Source: an optimization exercise on an open RTL-to-GDS flow (aim: small area, a short achievable clock period and few clock cycles). Production flows keep margins and buffers that such runs may drop.
Function was checked by simulation only, so behaviour that the tests miss may differ from the original.

==> run a: inputs <==
// servo_angle_ramp_pwm_duty_top
module servo_angle_ramp_pwm_duty_top (
	input  wire logic        clk,
	input  wire logic        arst_n,
	input  wire logic        cmd_valid,
	output logic             cmd_ready,
	input  sarpd_pkg::cmd_t  cmd,
	output logic             res_valid,
	input  wire logic        res_ready,
	output sarpd_pkg::res_t  res,
	input  wire logic        cfg_we,
	input  wire logic [2:0]  cfg_index,
	input  wire logic [15:0] cfg_data
);
	localparam logic [1:0] K_MOVE = 2'd0;
	localparam logic [1:0] K_DIS  = 2'd1;
	localparam logic [1:0] K_EN   = 2'd2;
	localparam logic [1:0] K_NOP  = 2'd3;
	localparam logic [1:0] G_IDLE = 2'd0;
	localparam logic [1:0] G_WAIT = 2'd1;
	localparam logic [1:0] G_RUN  = 2'd2;
	logic [11:0] min_q;
	logic [11:0] span_q;
	logic [9:0]  max_q;
	logic [9:0]  closed_q;
	logic [9:0]  open_q;
	logic [15:0] per_q;
	logic [15:0] per_eff;
	assign per_eff = (per_q == 16'd0) ? 16'd1 : per_q;
	always_ff @(posedge clk or negedge arst_n) begin
		if (!arst_n) begin
			min_q    <= 12'd500;
			span_q   <= 12'd2000;
			max_q    <= 10'd180;
			closed_q <= 10'd0;
			open_q   <= 10'd90;
			per_q    <= 16'd20000;
		end else if (cfg_we) begin
			case (cfg_index)
				REG_MIN_PULSE:  min_q    <= cfg_data[11:0];
				REG_PULSE_SPAN: span_q   <= cfg_data[11:0];
				REG_MAX_ANGLE:  max_q    <= cfg_data[9:0];
				REG_CLOSED:     closed_q <= cfg_data[9:0];
				REG_OPEN:       open_q   <= cfg_data[9:0];
				REG_PERIOD:     per_q    <= cfg_data;
				default:        ;
			endcase
		end
	end
	logic [31:0] s_q;
	logic [9:0]  srem_q;
	logic [5:0]  s_cnt;
	logic        s_load;
	logic        s_ok;
	logic [31:0] s_nq;
	logic [9:0]  s_nr;
	always_comb begin
		logic [10:0] r2;
		s_nq = s_q;
		s_nr = srem_q;
		for (int k = 0; k < 1; k++) begin
			r2   = {s_nr, s_nq[31]};
			s_nq = {s_nq[30:0], 1'b0};
			if (r2 >= {1'b0, max_q}) begin
				r2      = r2 - {1'b0, max_q};
				s_nq[0] = 1'b1;
			end
			s_nr = r2[9:0];
		end
	end
	always_ff @(posedge clk or negedge arst_n) begin
		if (!arst_n) begin
			s_load <= 1'b1;
			s_ok   <= 1'b0;
			s_cnt  <= '0;
		end else if (cfg_we && (cfg_index == REG_PULSE_SPAN || cfg_index == REG_MAX_ANGLE)) begin
			s_load <= 1'b1;
  ...
make LEC_CHECK=0 CAP_MARGIN=20 CORE_MARGIN=2 CORE_UTILIZATION=40 SETUP_SLACK_MARGIN=1.0 SLEW_MARGIN=20 finish   # period 8.0 ns
run.sh (not shown) runs the stock make flow with config.mk's settings and CLKGATE_MAP_FILE= SYNTH_SCRIPT=/design/flow/synth_recipe.tcl, a recipe that flattens the netlist after the stock synthesis.
==> inputs of run b, as changes to run a <==
--- a/flow/design.v
+++ b/flow/design.v
@@ -182,29 +182,25 @@
 			t_q    <= {t_q[26:0], !t_d[17]};
 			trem_q <= t_d[17] ? t_r2[15:0] : t_d[15:0];
 		end
 	end
 	logic        vI, vM, vC;
 	logic [1:0]  kI, kM, kC;
-	logic [9:0]  aI, aM, aC;
+	logic [9:0]  aI, aM;
 	logic        lastI, lastM, lastC;
 	logic        rpI, rpM, rpC;
 	logic [12:0] pulseM;
 	logic        rejC;
-	logic [1:0]  doorC;
 	logic [25:0] pr2C;       
 	logic [4:0]  aqM;        
 	logic [5:0]  arM;        
 	logic [9:0]  a_pred;     
 	logic [4:0]  sq_q;       
 	logic [5:0]  sr_q;       
 	logic [1:0]  gen_q;
 	logic [9:0]  tgt_q;
-	logic        tv_q;       
-	logic [4:0]  tq_q;       
-	logic [5:0]  tr_q;       
 	logic [9:0]  p_q;
 	logic [5:0]  r_q;
 	logic [5:0]  i_q;
 	logic [5:0]  dq_q;
 	logic [5:0]  dr_q;
 	logic [5:0]  dc_q;       
@@ -214,32 +210,32 @@
 	logic [10:0] hold_q;
 	logic        adv;
 	logic        sk_v;
 	logic [32:0] prod1;
 	logic        rej_m;
 	logic        kill;
-	logic [1:0]  door_m;
+	logic [1:0]  door_c;
 	logic [39:0] prod2;
 	logic [12:0] duty_c;
 	assign adv = !sk_v
 		&& !(vI && kI == K_MOVE && !s_ok)
 		&& !(vM && kM == K_MOVE && !t_ok);
 	assign cmd_ready = (gen_q == G_IDLE) && adv;
 	assign prod1   = {23'd0, aI} * {1'b0, s_q} + {1'b0, min_q, 20'd0};
 	assign rej_m   = ({3'd0, pulseM} > per_eff);
 	assign kill    = vM && kM == K_MOVE && rpM && rej_m;
 	logic signed [10:0] dcl, dop;
-	assign dcl = $signed({1'b0, aM}) - $signed({1'b0, closed_q});
-	assign dop = $signed({1'b0, aM}) - $signed({1'b0, open_q});
+	assign dcl = $signed({1'b0, a_pred}) - $signed({1'b0, closed_q});
+	assign dop = $signed({1'b0, a_pred}) - $signed({1'b0, open_q});
 	always_comb begin
 		if (dcl <= 11'sd5)
-			door_m = DOOR_CLOSED;
+			door_c = DOOR_CLOSED;
 		else if (dop >= -11'sd5)
-			door_m = DOOR_OPEN;
+			door_c = DOOR_OPEN;
 		else
-			door_m = DOOR_UNKNOWN;
+			door_c = DOOR_UNKNOWN;
 	end
 	assign prod2  = {27'd0, pulseM} * {13'd0, t_q[26:0]};
 	assign duty_c = 13'(pr2C >> lm1_q);
 	logic [3:0]  h_q4;
 	logic [4:0]  h_r;
 	always_comb begin
@@ -282,61 +278,63 @@
 	assign tq_m = {6'd0, tgt_q} * 16'd41;
 	assign tq_c = tq_m[15:11];
 	assign tr_c = 6'(tgt_q[5:0] - 6'(tq_c * 6'd50));
 	assign aq_m = {6'd0, aI} * 16'd41;
 	assign aq_c = aq_m[15:11];
 	assign ar_c = 6'(aI[5:0] - 6'(aq_c * 6'd50));
-	always_ff @(posedge clk) begin
-		tq_q <= tq_c;
-		tr_q <= tr_c;
-	end
 	logic       m_move;
 	logic [9:0] s_ang;
 	logic [4:0] s_q50;
 	logic [5:0] s_r50;
 	logic [6:0] d_r;
 	logic [5:0] d_q;
 	logic [5:0] d_rr;
 	assign m_move = vM && kM == K_MOVE;
 	assign s_ang  = m_move ? aM : a_pred;
 	assign s_q50  = m_move ? aqM : sq_q;
 	assign s_r50  = m_move ? arM : sr_q;
-	assign d_r    = {1'b0, tr_q} - {1'b0, s_r50};
-	assign d_q    = {1'b0, tq_q} - {1'b0, s_q50} - {5'd0, d_r[6]};
+	assign d_r    = {1'b0, tr_c} - {1'b0, s_r50};
+	assign d_q    = {1'b0, tq_c} - {1'b0, s_q50} - {5'd0, d_r[6]};
 	assign d_rr   = d_r[6] ? 6'(d_r + 7'd50) : d_r[5:0];
 	logic        r_c;
 	logic [5:0]  r_next;
-	logic [9:0]  p_a, p_b, p_next, a_next;
+	logic [9:0]  p_a, p_b, p_next;
+	logic [9:0]  a_raw, a_clamp;
 	assign r_c    = (r_q >= dc_q);
 	assign r_next = r_c ? (r_q - dc_q) : (r_q + dr_q);
 	assign p_a    = 10'(p_q + {{4{dq_q[5]}}, dq_q});
 	assign p_b    = 10'(p_q + {{4{dq_q[5]}}, dq_q} + 10'd1);
 	assign p_next = r_c ? p_b : p_a;
-	assign a_next = r_c ? ((p_b > max_q) ? max_q : p_b) : ((p_a > max_q) ? max_q : p_a);
 	logic [9:0] src_angle;
 	always_comb begin
 		case (cmd.operation)
 			OP_OPEN:  src_angle = open_q;
 			OP_CLOSE: src_angle = closed_q;
 			default:  src_angle = cmd.angle;
 		endcase
 	end
+	always_comb begin
+		case (gen_q)
+			G_IDLE:  a_raw = src_angle;
+			G_WAIT:  a_raw = s_ang;
+			default: a_raw = p_next;
+		endcase
+	end
+	assign a_clamp = (a_raw > max_q) ? max_q : a_raw;
 	logic setup_ok;
-	assign setup_ok = (gen_q == G_WAIT) && tv_q && !(vI && kI == K_MOVE) && !(m_move && rej_m);
+	assign setup_ok = (gen_q == G_WAIT) && !(vI && kI == K_MOVE) && !(m_move && rej_m);
 	always_ff @(posedge clk or negedge arst_n) begin
 		if (!arst_n) begin
 			vI     <= 1'b0;
 			vM     <= 1'b0;
 			vC     <= 1'b0;
 			gen_q  <= G_IDLE;
 			a_pred <= '0;
 			sq_q   <= '0;
 			sr_q   <= '0;
-			tv_q   <= 1'b0;
 		end else begin
-			tv_q <= (gen_q == G_WAIT);
 			if (adv) begin
 				vC <= vM;
 				vM <= vI && !(kill && rpI);
 				if (m_move && !rej_m) begin
 					a_pred <= aM;
 					sq_q   <= aqM;
@@ -375,14 +373,12 @@
 			end
 		end
 	end
 	always_ff @(posedge clk) begin
 		if (adv) begin
 			kC     <= kM;
-			aC     <= aM;
-			doorC  <= door_m;
 			rejC   <= (kM == K_MOVE) && rej_m;
 			lastC  <= lastM || ((kM == K_MOVE) && rej_m);
 			rpC    <= rpM;
 			pr2C   <= prod2[39:14];
 			kM     <= kI;
 			aM     <= aI;
@@ -397,33 +393,33 @@
 						case (cmd.operation)
 							OP_SET, OP_OPEN, OP_CLOSE: kI <= K_MOVE;
 							OP_DISABLE:                kI <= K_DIS;
 							OP_ENABLE:                 kI <= K_EN;
 							default:                   kI <= K_NOP;
 						endcase
-						aI    <= (src_angle > max_q) ? max_q : src_angle;
+						aI    <= a_clamp;
 						lastI <= 1'b1;
 						rpI   <= 1'b0;
 						tgt_q <= (cmd.angle > max_q) ? max_q : cmd.angle;
 					end
 				end
 				G_WAIT: begin
 					kI    <= (tgt_q == s_ang) ? K_NOP : K_MOVE;
-					aI    <= (s_ang > max_q) ? max_q : s_ang;
+					aI    <= a_clamp;
 					lastI <= (tgt_q == s_ang);
 					rpI   <= (tgt_q != s_ang);
 					p_q   <= s_ang;
 					r_q   <= 6'd25;
 					i_q   <= 6'd1;
 					dq_q  <= d_q;
 					dr_q  <= d_rr;
 					dc_q  <= 6'd50 - d_rr;
 				end
 				G_RUN: begin
 					kI    <= K_MOVE;
-					aI    <= a_next;
+					aI    <= a_clamp;
 					lastI <= (i_q == 6'd50);
 					rpI   <= 1'b1;
 					p_q   <= p_next;
 					r_q   <= r_next;
 					i_q   <= i_q + 6'd1;
 				end
@@ -445,14 +441,14 @@
 		case (kC)
 			K_MOVE: begin
 				if (rejC) begin
 					res_new.status = 1'b1;
 				end else begin
 					res_new.duty_cmp   = duty_c;
-					res_new.angle_now  = aC;
-					res_new.door_state = doorC;
+					res_new.angle_now  = a_pred;
+					res_new.door_state = door_c;
 					res_new.enabled    = 1'b1;
 					res_new.hold_ms    = (rpC && !lastC) ? hold_q : 11'd0;
 					res_new.last       = lastC;
 				end
 			end
 			K_DIS: begin
- SETUP_SLACK_MARGIN: 1.0 -> 2.0
==> inputs of run c, as changes to run a <==
- SETUP_SLACK_MARGIN: 1.0 -> not set
==> comparison <==
Synthesized cell count: run a is higher than run b (8.7%).
Die area: run b is lower than run c (about 6%).
Global-route usage: run b > run a > run c.
Hold slack: run a < run c < run b.
==> figures <==
|  | run c | run a | run b |
|---|---|---|---|
| RSZ-0062 raised after global routing | false | true | true |
| Cells after synthesis | 4,914 | 4,914 | 4,521 |
| WP data arrival | 7.60 ns | 7.14 ns | 6.69 ns |
| Combined buffer and inverter count along the critical path | 6 | 7 | 1 |
| Critical register-to-register path endpoint | pr2C[25]$_DFFE_PP_ | pr2C[22]$_DFFE_PP_ | dq_q[5]$_DFFE_PP_ |
| Layout-stage area growth over the synthesis result | 9.896% | 10.76% | 14.87% |
| Fill cell instance count of the final layout | 11.18k | 11.16k | 10.45k |
| Result of the run | complete, no violations | complete, no violations | complete, no violations |
| Core Area | 116,400 um^2 | 116,400 um^2 | 110,200 um^2 |
| Post-synthesis average cell area | 9.556 um^2 | 9.556 um^2 | 9.789 um^2 |
Testbench counts of run a, summed over its fixed seeds: cycles 19,177.
Testbench counts of run b, summed over its fixed seeds: cycles 19,163.
Testbench counts of run c, summed over its fixed seeds: cycles 19,177.

-- port drivers added, routing unchanged --
Ports are ideal in the flow. The routed layouts listed here were re-timed in OpenROAD.
Step 1, drivers: a clkbuf_16 drives clk and a buf_2 each remaining input, both assumed.
Step 2 moves the port delays by t, midway between the first and last clock arrival at a register: inputs arrive t later, outputs are due t later. That takes back most of the time a late clock gives input paths.
a / b / c = ideal ports / drivers / drivers and shift; a / b = the first two.
run	shift t [ns]	setup WS [ns]	slew at the worst register clock pin (ns)	worst data-port slew with drivers (ns)
run a	0.706	1.257 / 1.257 / 1.257	0.07 / 0.07	0.15
run b	0.679	1.669 / 1.669 / 1.669	0.07 / 0.07	0.09
run c	0.708	0.769 / 0.769 / 0.769	0.07 / 0.07	0.16
After both steps setup and hold are still met in every run listed.
